Context: an optimization exercise on an open-source flow, tuned for small area, a short achievable clock period and few clock cycles per item. The choices shown serve that exercise and are no tape-out recipe.
Where RTL was checked, it was by simulation tests only, not by an equivalence proof against the original.

## old
// fc_1st_mac_engine
module fc_1st_mac_engine #(
    parameter int Bit_width   = 16,
    parameter int Frac_bits   = 8,
    parameter int In_Len      = 32,
    parameter int Out_Len     = 16,
    parameter int Waddr_width = 8
) (
    input  logic                        CLK,
    input  logic                        RST_N,
    input  logic                        Start,
    output logic                        Busy,
    output logic                        Done,
    output logic                        Read_Enable,
    output logic [4:0]                  Read_Width,
    input  logic signed [Bit_width-1:0] data_in_0,
    input  logic signed [Bit_width-1:0] data_in_1,
    input  logic signed [Bit_width-1:0] data_in_2,
    input  logic signed [Bit_width-1:0] data_in_3,
    input  logic signed [Bit_width-1:0] data_in_4,
    output logic [Waddr_width-1:0]      Weight_Addr,
    input  logic signed [Bit_width-1:0] weight_in_0,
    input  logic signed [Bit_width-1:0] weight_in_1,
    input  logic signed [Bit_width-1:0] weight_in_2,
    input  logic signed [Bit_width-1:0] weight_in_3,
    input  logic signed [Bit_width-1:0] weight_in_4,
    output logic [3:0]                  Neuron_Idx,
    input  logic signed [Bit_width-1:0] bias_in,
    output logic                        Out_Valid,
    input  logic                        Out_Ready,
    output logic [Bit_width-1:0]        Out_Data
);
For scale: ~4,000 cells after synthesis, about 44,000 um^2 of cells after synthesis.
export LEC_CHECK = 0
export CAP_MARGIN = 20
export CORE_MARGIN = 2
export CORE_UTILIZATION = 40
export CTS_CLUSTER_DIAMETER = 100
export CTS_CLUSTER_SIZE = 24
export SLEW_MARGIN = 70
create_clock -name core_clock -period 12.5 [get_ports {CLK}]
standard.sh (not shown) runs the stock make flow with config.mk's settings and CLKGATE_MAP_FILE= SYNTH_SCRIPT=/design/flow/synth_recipe.tcl, a recipe that flattens the netlist after the stock synthesis.
==> flow/flow/run.sh <==
#!/bin/bash
# Layout flow: the standard synthesis, then a netlist pass that removes
# the inverters Yosys leaves between full adders (each fa cell may be replaced
# by its dual: same cell, inputs and outputs complemented; registers and
# every other cell keep their function), then the standard layout with the
# port buffers made of sky130_fd_sc_hd__buf_2 instead of the slow delay
# buffer the placer picks by default. Each tool's output goes to a log here.
set -euo pipefail
R="$PWD/orfs/results/$FLOW_PLATFORM/fc_1st_mac_engine/base"
bash standard.sh synth > make_synth.log 2>&1
cp "$R/1_2_yosys.v" "$R/1_2_yosys_std.v"
python3 flow/polarity.py "$R/1_2_yosys_std.v" "$R/1_2_yosys.v" > polarity.log 2>&1
rm -f "$R/1_synth.odb" "$R/1_synth.sdc"
bash standard.sh "BUFFER_PORTS_ARGS=-buffer_cell sky130_fd_sc_hd__buf_2" finish > make_finish.log 2>&1
Other scripts of this flow, unchanged in this note and not shown: flow/flow/polarity.py
Testbench counts of old, summed over its fixed seeds: cycles 7,496, items 1,024.
### old -> new
--- a/flow/design.v
+++ b/flow/design.v
@@ -31,33 +31,33 @@
 );
     logic        busy_q, done_q, ov_q, re_q;
     logic [4:0]  rw_q;
     logic [7:0]  row_q;
     logic [3:0]  ineu_q;
     logic [15:0] out_q;
     logic        idle_q, empty_q, issuing, olast_q;
     logic [7:0]  nrow, cbase;
     logic [3:0]  nineu, cn;
     logic [2:0]  nstep;
-    logic        t1_first, t1_last, t2_first, t2_nfirst, t2_last, t3_last;
+    logic        t1_first, t1_last, t2_first, t2_nfirst, t2_last, t3_last, t4_last;
     logic [15:0] result;
     assign Busy        = busy_q;
     assign Done        = done_q;
     assign Read_Enable = re_q;
     assign Read_Width  = rw_q;
     assign Weight_Addr = row_q;
     assign Neuron_Idx  = ineu_q;
     assign Out_Valid   = ov_q;
     assign Out_Data    = out_q;
     wire       hs       = ~empty_q & Out_Ready;      
-    wire       conflict = t3_last & ~empty_q;        
-    wire       commit   = t3_last & empty_q;         
+    wire       conflict = t4_last & ~empty_q;        
+    wire       commit   = t4_last & empty_q;         
     wire       fin      = hs & olast_q;              
     wire [7:0] row      = ~nrow;
     wire [3:0] ineu     = ~nineu;
     wire [2:0] step     = ~nstep;
     logic       busy_n, ov_n, iss_n;
     logic [7:0] row_n;
     logic [3:0] ineu_n;
     logic [2:0] step_n;
     always_comb begin
         busy_n = idle_q ? Start : ~fin;
@@ -104,20 +104,21 @@
             nineu    <= '1;
             nstep    <= '1;
             cbase    <= '0;
             cn       <= '0;
             t1_first <= 1'b0;
             t1_last  <= 1'b0;
             t2_first <= 1'b0;
             t2_nfirst <= 1'b1;
             t2_last  <= 1'b0;
             t3_last  <= 1'b0;
+            t4_last  <= 1'b0;
         end else begin
             busy_q   <= busy_n;
             idle_q   <= ~busy_n;
             done_q   <= fin;
             ov_q     <= ov_n;
             empty_q  <= ~ov_n;
             issuing  <= iss_n;
             re_q     <= iss_n | issuing;
             rw_q     <= {step_n, 2'b00} + {2'b00, step_n};
             row_q    <= row_n;
@@ -133,26 +134,25 @@
                 cn      <= cn + 4'd1;
                 cbase   <= cbase + 8'd7;
                 olast_q <= (cn == 4'd15);
             end
             t1_first <= issuing & (step == 3'd0) & ~conflict;
             t1_last  <= issuing & (step == 3'd6) & ~conflict;
             t2_first <= t1_first & ~conflict;
             t2_nfirst <= ~(t1_first & ~conflict);    
             t2_last  <= t1_last & ~conflict;
             t3_last  <= t2_last & ~conflict;
+            t4_last  <= t3_last & ~conflict;
         end
     end
-    logic [15:0] out_hold;
     always_ff @(posedge CLK) begin
-        if (commit) out_hold <= result;
-        out_q <= empty_q ? result : out_hold;
+        if (commit) out_q <= result;
     end
     logic [15:0] xr0, xr1, xr2, xr3, xr4;
     logic [23:0] be0, be1, be2, be3, be4;
     logic [23:0] ben0, ben1, ben2, ben3, ben4;
     logic [177:0] pr;
     logic [36:0] acc0, acc1, accg0, accg1, acc_n0, acc_n1;
     always_ff @(posedge CLK) begin
         xr0 <= data_in_0;
         xr1 <= data_in_1;
         xr2 <= data_in_2;
@@ -2710,22 +2710,21 @@
         pr[176] <= c1168;
         pr[177] <= c1170;
     end
     assign acc_n0 = {c1558, c1552, s1549, s1545, s1539, c1528, s1527, c1512, s1511, c1492, s1491, s1479, c1454, c1438, s1437, c1406, s1405, c1370, c1350, c1330, c1312, c1296, c1280, c1266, c1252, c1240, c1228, c1218, c1208, c1200, c1192, c1186, c1180, c1176, c1174, c1172, accg1[0]};
     assign acc_n1 = {s1563, s1557, s1551, c1540, c1534, s1533, c1520, s1519, c1502, s1501, c1480, c1468, s1467, s1453, c1422, s1421, c1388, s1387, s1369, s1349, s1329, s1311, s1295, s1279, s1265, s1251, s1239, s1227, s1217, s1207, s1199, s1191, s1185, s1179, s1175, s1173, s1171};
     always_ff @(posedge CLK) begin
         acc0 <= acc_n0;
         acc1 <= acc_n1;
     end
     logic [36:0] sum;
+    logic [36:8] sum_q;
     assign sum = acc0 + acc1;
-    wire [13:0] ah = acc0[36:23], bh = acc1[36:23];
-    wire [13:0] px = ah ^ bh;
-    wire z_rest = &(px[13:1] ~^ (ah[12:0] | bh[12:0]));
-    wire o_rest = &(px[13:1] ^ (ah[12:0] & bh[12:0]));
-    wire in_range = sum[23] ? o_rest : z_rest;
+    always_ff @(posedge CLK) begin
+        sum_q <= sum[36:8];
+    end
     always_comb begin
-        if (in_range) result = sum[23:8];
-        else if (sum[36]) result = 16'h8000;
+        if (&sum_q[36:23] || ~|sum_q[36:23]) result = sum_q[23:8];
+        else if (sum_q[36]) result = 16'h8000;
         else result = 16'h7fff;
     end
 endmodule
### Flow results
Flop count, old -> new: increased. new vs old — fraction of standard cell area that is sequential rose 0.92 points. Comparing new and old, the lower delay contributed by the slowest stage of the critical path is on old. Changes observed in new relative to old: overall routing resource usage lost 0.48 points, number of clock buffers inserted by TritonCTS lost 8.8%. Number of non-clock buffers was lower in new than in old. On new: count of nets after finishing is 124 lower than what old gave. old -> new: count of inverters other than clock inverters in the layout decreased by more than 10%. Diff new..old | number of top-level design ports | unchanged.
The RTL of new was laid out without a check of its function.

## afterwards: timing with drivers on the ports
No port has a modelled driver above. Below, the same layouts with a new extraction and two added sets of constraints. Step 1, drivers: a clkbuf_16 drives CLK and a buf_2 each remaining input, both assumed. Step 2 adds t to the input delays and takes it off the output delays; t is the mean of the earliest and latest rising clock arrival at the registers after step 1. Input paths then give back, and output paths get back, about the clock's delay inside the block. a / b / c = no drivers / after step 1 / after step 2; a / b = the first two.
run | shift t [ns] | setup WS [ns] | worst data-port slew with drivers (ns)
old | 0.690 | 8.863 / 8.788 / 8.535 | 0.08
new | 0.739 | 8.733 / 8.661 / 8.455 | 0.10
After both steps every run listed still meets setup and hold. The setup slack of old, which loses most, moves by -0.075 ns with the drivers and by -0.328 ns with both steps.
